This is an optimization exercise on Yosys and OpenROAD, whose aim is small area and a short achievable clock period, not a production implementation.
Only simulation tests tie the RTL to the original design; equivalence was not proved.
The clock port is modelled as an ideal driver, which makes a skipped or thinned clock tree look cheaper than it is; a real chip needs a root buffer or a tree.
Power figures rest on the tool's default switching activity, not on a simulated workload.

// signedMultiplier16
module signedMultiplier16 (
  input  logic             clk,
  input  logic             rstN,
  input  multPkg::operandT opA,
  input  multPkg::operandT opB,
  input  logic             inValid,
  output multPkg::productT product,
  output logic             outValid
);
  logic [15:0]               aR;
  logic [7:0]                oneR;
  logic [7:0]                twoR;
  logic [7:0]                negR;
  logic                      prepValid;
  logic [74-1:0]     cutBits;
  operandPrep operandPrep_inst (
    .clk       (clk),
    .rstN      (rstN),
    .opA       (opA),
    .opB       (opB),
    .inValid   (inValid),
    .aR        (aR),
    .oneR      (oneR),
    .twoR      (twoR),
    .negR      (negR),
    .prepValid (prepValid)
  );
  daddaTree8 daddaTree8_inst (
    .aR   (aR),
    .oneR (oneR),
    .twoR (twoR),
    .negR (negR),
    .cutBits (cutBits)
  );
  productMerge productMerge_inst (
    .clk       (clk),
    .rstN      (rstN),
    .cutBits   (cutBits),
    .prepValid (prepValid),
    .product   (product),
    .outValid  (outValid)
  );
endmodule
Size in the first run: about 950 cells after synthesis, roughly 150 flip-flops, roughly 68 I/O pins, ~0.0096 mm2 of cells after synthesis.
Settings: LEC_CHECK=0, CAP_MARGIN=20, CORE_MARGIN=2, CORE_UTILIZATION=40, SLEW_MARGIN=20; clock period 8.8 ns.
standard.sh (not shown) runs the stock make flow with config.mk's settings and CLKGATE_MAP_FILE= SYNTH_SCRIPT=/design/flow/synth_recipe.tcl, a recipe that flattens the netlist after the stock synthesis.
==> flow/flow/run.sh <==
#!/bin/bash
set -euo pipefail
bash standard.sh SETUP_SLACK_MARGIN=6.3 finish > flow_make.log 2>&1
The first run went through all stages and came out clean.
Change:
Settings changed: CORE_UTILIZATION 40 to 65, PLACE_DENSITY set to 0.75.
Effect:
- The changed run passed the timing, DRC and antenna checks
- die area falls by well over a third
- area after synthesis stays the same
- utilization rises by 29 points
- routed wire length rises by a few percent
- clock power rises by a few percent
Change:
Settings changed: CORE_UTILIZATION 65 to 40, CTS_BUF_LIST set to sky130_fd_sc_hd__clkbuf_8, CTS_CLUSTER_DIAMETER set to 50, CTS_CLUSTER_SIZE set to 20, PLACE_DENSITY 0.75 to unset.
Result:
- The changed run completed with no timing, DRC or antenna violations
- global-route usage decreases by 12 points
- synthesized area does not change
- sequential power is about the same
- power shrinks by 3.0%
- via count falls by 4.3%
- setup slack degrades by 0.040 ns
- design area hardly moves
- non-clock buffer count is higher by 2
Change:
Settings changed: ABC_CLOCK_PERIOD_IN_PS set to 2000, CTS_BUF_LIST sky130_fd_sc_hd__clkbuf_8 to unset, CTS_CLUSTER_DIAMETER 50 to unset, CTS_CLUSTER_SIZE 20 to unset.
After rerunning:
- worst hold slack is worse by 0.0066 ns
- flip-flop and latch count does not change
- global-route usage stays flat
- sequential power stays flat
- final cell count is about the same
- power goes up by about 3.6%
Change:
Settings changed: ABC_CLOCK_PERIOD_IN_PS 2000 to unset, CORE_UTILIZATION 40 to 65, CTS_BUF_LIST set to sky130_fd_sc_hd__clkbuf_16, CTS_CLUSTER_DIAMETER set to 150, CTS_CLUSTER_SIZE set to 40, PLACE_DENSITY set to 0.75.
After rerunning: The new run produced a clean layout; core utilization climbs by 29 points; critical path depth drops by 10; non-clock buffer count decreases by 3; final area falls by 1.9%; flip-flop and latch count stays the same; via count is higher by 4.8%; die area went down by 38%.

========
Setup of run 1:
signedMultiplier16, a different RTL version from the one above (not shown whole).
For scale: roughly 150 flip-flops, about 68 I/O pins.
clock: 8.8 ns
lec_check: 0
cap_margin: 20
core_margin: 2
core_utilization: 75
place_density: 0.85
slew_margin: 20
synth_hierarchical: 1
synth_minimum_keep_size: 0
==> flow/flow/run.sh <==
#!/bin/bash
# standard synthesis and layout, except:
# - the port buffers are the smallest buffer instead of a delay cell,
# - the clock tree is a balanced two-level tree built by flow/clock_tree.tcl
#   (root buffer, one buffer per k-means cluster of flip-flops) in place of TritonCTS.
set -euo pipefail
export FLOW_CLOCK_TREE="8 sky130_fd_sc_hd__clkbuf_16 sky130_fd_sc_hd__clkbuf_16"
bash standard.sh SETUP_SLACK_MARGIN=6.2 "BUFFER_PORTS_ARGS=-buffer_cell sky130_fd_sc_hd__buf_1" \
  PRE_CTS_TCL=$PWD/flow/clock_tree.tcl finish > flow_make.log 2>&1
Other scripts of this flow, unchanged in this note and not shown: flow/flow/clock_tree.tcl
Run 1: flow completed, timing, DRC and antenna clean
Relative to run 1, the following input files were edited for run 2:
- changing CORE_UTILIZATION from 75 to 65
- changing PLACE_DENSITY from 0.85 to 0.75
--- a/flow/flow/run.sh
+++ b/flow/flow/run.sh
@@ -8 +8 @@
-bash standard.sh SETUP_SLACK_MARGIN=6.2 "BUFFER_PORTS_ARGS=-buffer_cell sky130_fd_sc_hd__buf_1" \
+bash standard.sh SETUP_SLACK_MARGIN=6.4 "BUFFER_PORTS_ARGS=-buffer_cell sky130_fd_sc_hd__buf_1" \
Results
Run 2 ended with every stage complete and zero timing, DRC or antenna violations.
Run 2 ends up with a highest attainable clock frequency that is 0.0055 GHz higher than in run 1.
Run 1 -> run 2: final net count increased by a little under 10%
[run 2] peak supply drop rose 24% relative to run 1
Signed area change from the synthesized netlist to the final layout: run 2 > run 1
Part of the total power dissipated in combinational logic (higher): run 2
Input-level comparison between run 3 and run 2:
--- a/flow/flow/run.sh
+++ b/flow/flow/run.sh
@@ -8 +8 @@
-bash standard.sh SETUP_SLACK_MARGIN=6.4 "BUFFER_PORTS_ARGS=-buffer_cell sky130_fd_sc_hd__buf_1" \
+bash standard.sh SETUP_SLACK_MARGIN=6.0 "BUFFER_PORTS_ARGS=-buffer_cell sky130_fd_sc_hd__buf_1" \
Notes after the runs:
Delta (run 3 minus run 2): die area comparable; met1 usage now smaller. Compared with run 2, in run 3 met3 demand-to-capacity share in global routing now sits lower; fraction of synthesis flops using an asynchronous set or reset pin flat; clock power ~0 delta; maximum frequency shrank by 0.017 GHz; total power dropped 1100 uW. Run 3 ended up with a higher largest fanout of any net on the critical path than run 2 did.
[inputs] run 4 vs run 3
--- a/flow/flow/run.sh
+++ b/flow/flow/run.sh
@@ -8 +8 @@
-bash standard.sh SETUP_SLACK_MARGIN=6.0 "BUFFER_PORTS_ARGS=-buffer_cell sky130_fd_sc_hd__buf_1" \
+bash standard.sh SETUP_SLACK_MARGIN=6.3 "BUFFER_PORTS_ARGS=-buffer_cell sky130_fd_sc_hd__buf_1" \
[summary]
Run 4 has more setup slack than run 3. Row data arrival time of the critical path: run 4 lower / run 3 higher. Side by side, power turned out higher in run 4 than in run 3. Compared with run 3, run 4 shows maximum fanout along the worst path lower by 15. Re power share of the combinational group: run 4 is 3.8 points up on run 3. Compared with run 3, the router placed more vias in run 4. Detailed-routing wirelength on met1, run 4 vs run 3: down slightly. On area of the mapped netlist, run 3 and run 4 are neck and neck. Register share of total power came out lower on run 4 than on run 3. Taking run 3 as the reference, in run 4 area growth from synthesis to final layout went up by 5.2 points; proportion of synthesized flip-flops having asynchronous set or reset was more or less identical.
No run of this note takes its clock network from TritonCTS; it comes from the design's own scripts or RTL.

==> afterwards: timing with drivers on the ports <==
How much do the figures lean on ideal ports? The routed layouts below were timed once more, with nothing changed but the port constraints. Step 1, drivers: a clkbuf_16 drives clk and a buf_2 each remaining input, both assumed. Step 2 adds t to the input delays and takes it off the output delays; t is the mean of the earliest and latest rising clock arrival at the registers after step 1. Input paths then give back, and output paths get back, about the clock's delay inside the block. Three values: ideal ports, drivers, drivers and shift; two values: the first two.
run	t, ns	slack for setup (ns)	worst hold slack (ns)	clock arrival spread, ns	slew at the worst register clock pin (ns)
the first run of note 1	0.456	6.168 / 6.143 / 6.121	0.435 / 0.435 / 0.435	0.009 / 0.010	0.06 / 0.06
the second run of note 1	0.470	6.175 / 6.129 / 6.099	0.444 / 0.444 / 0.444	0.009 / 0.008	0.07 / 0.07
the third run of note 1	0.487	6.136 / 6.100 / 6.123	0.441 / 0.441 / 0.441	0.016 / 0.015	0.09 / 0.09
the fourth run of note 1	0.456	6.168 / 6.143 / 6.121	0.435 / 0.435 / 0.435	0.009 / 0.010	0.06 / 0.06
the fifth run of note 1	0.470	6.175 / 6.129 / 6.099	0.444 / 0.444 / 0.444	0.009 / 0.008	0.07 / 0.07
run 1	0.423	6.171 / 6.171 / 6.171	0.428 / 0.428 / 0.428	0.044 / 0.044	0.11 / 0.11
run 2	0.429	6.208 / 6.162 / 6.259	0.426 / 0.426 / 0.426	0.033 / 0.033	0.10 / 0.10
run 3	0.420	6.090 / 6.090 / 6.090	0.429 / 0.429 / 0.429	0.045 / 0.045	0.10 / 0.10
run 4	0.425	6.208 / 6.163 / 6.249	0.433 / 0.433 / 0.433	0.033 / 0.033	0.09 / 0.09
After both steps setup and hold are still met in every run listed.
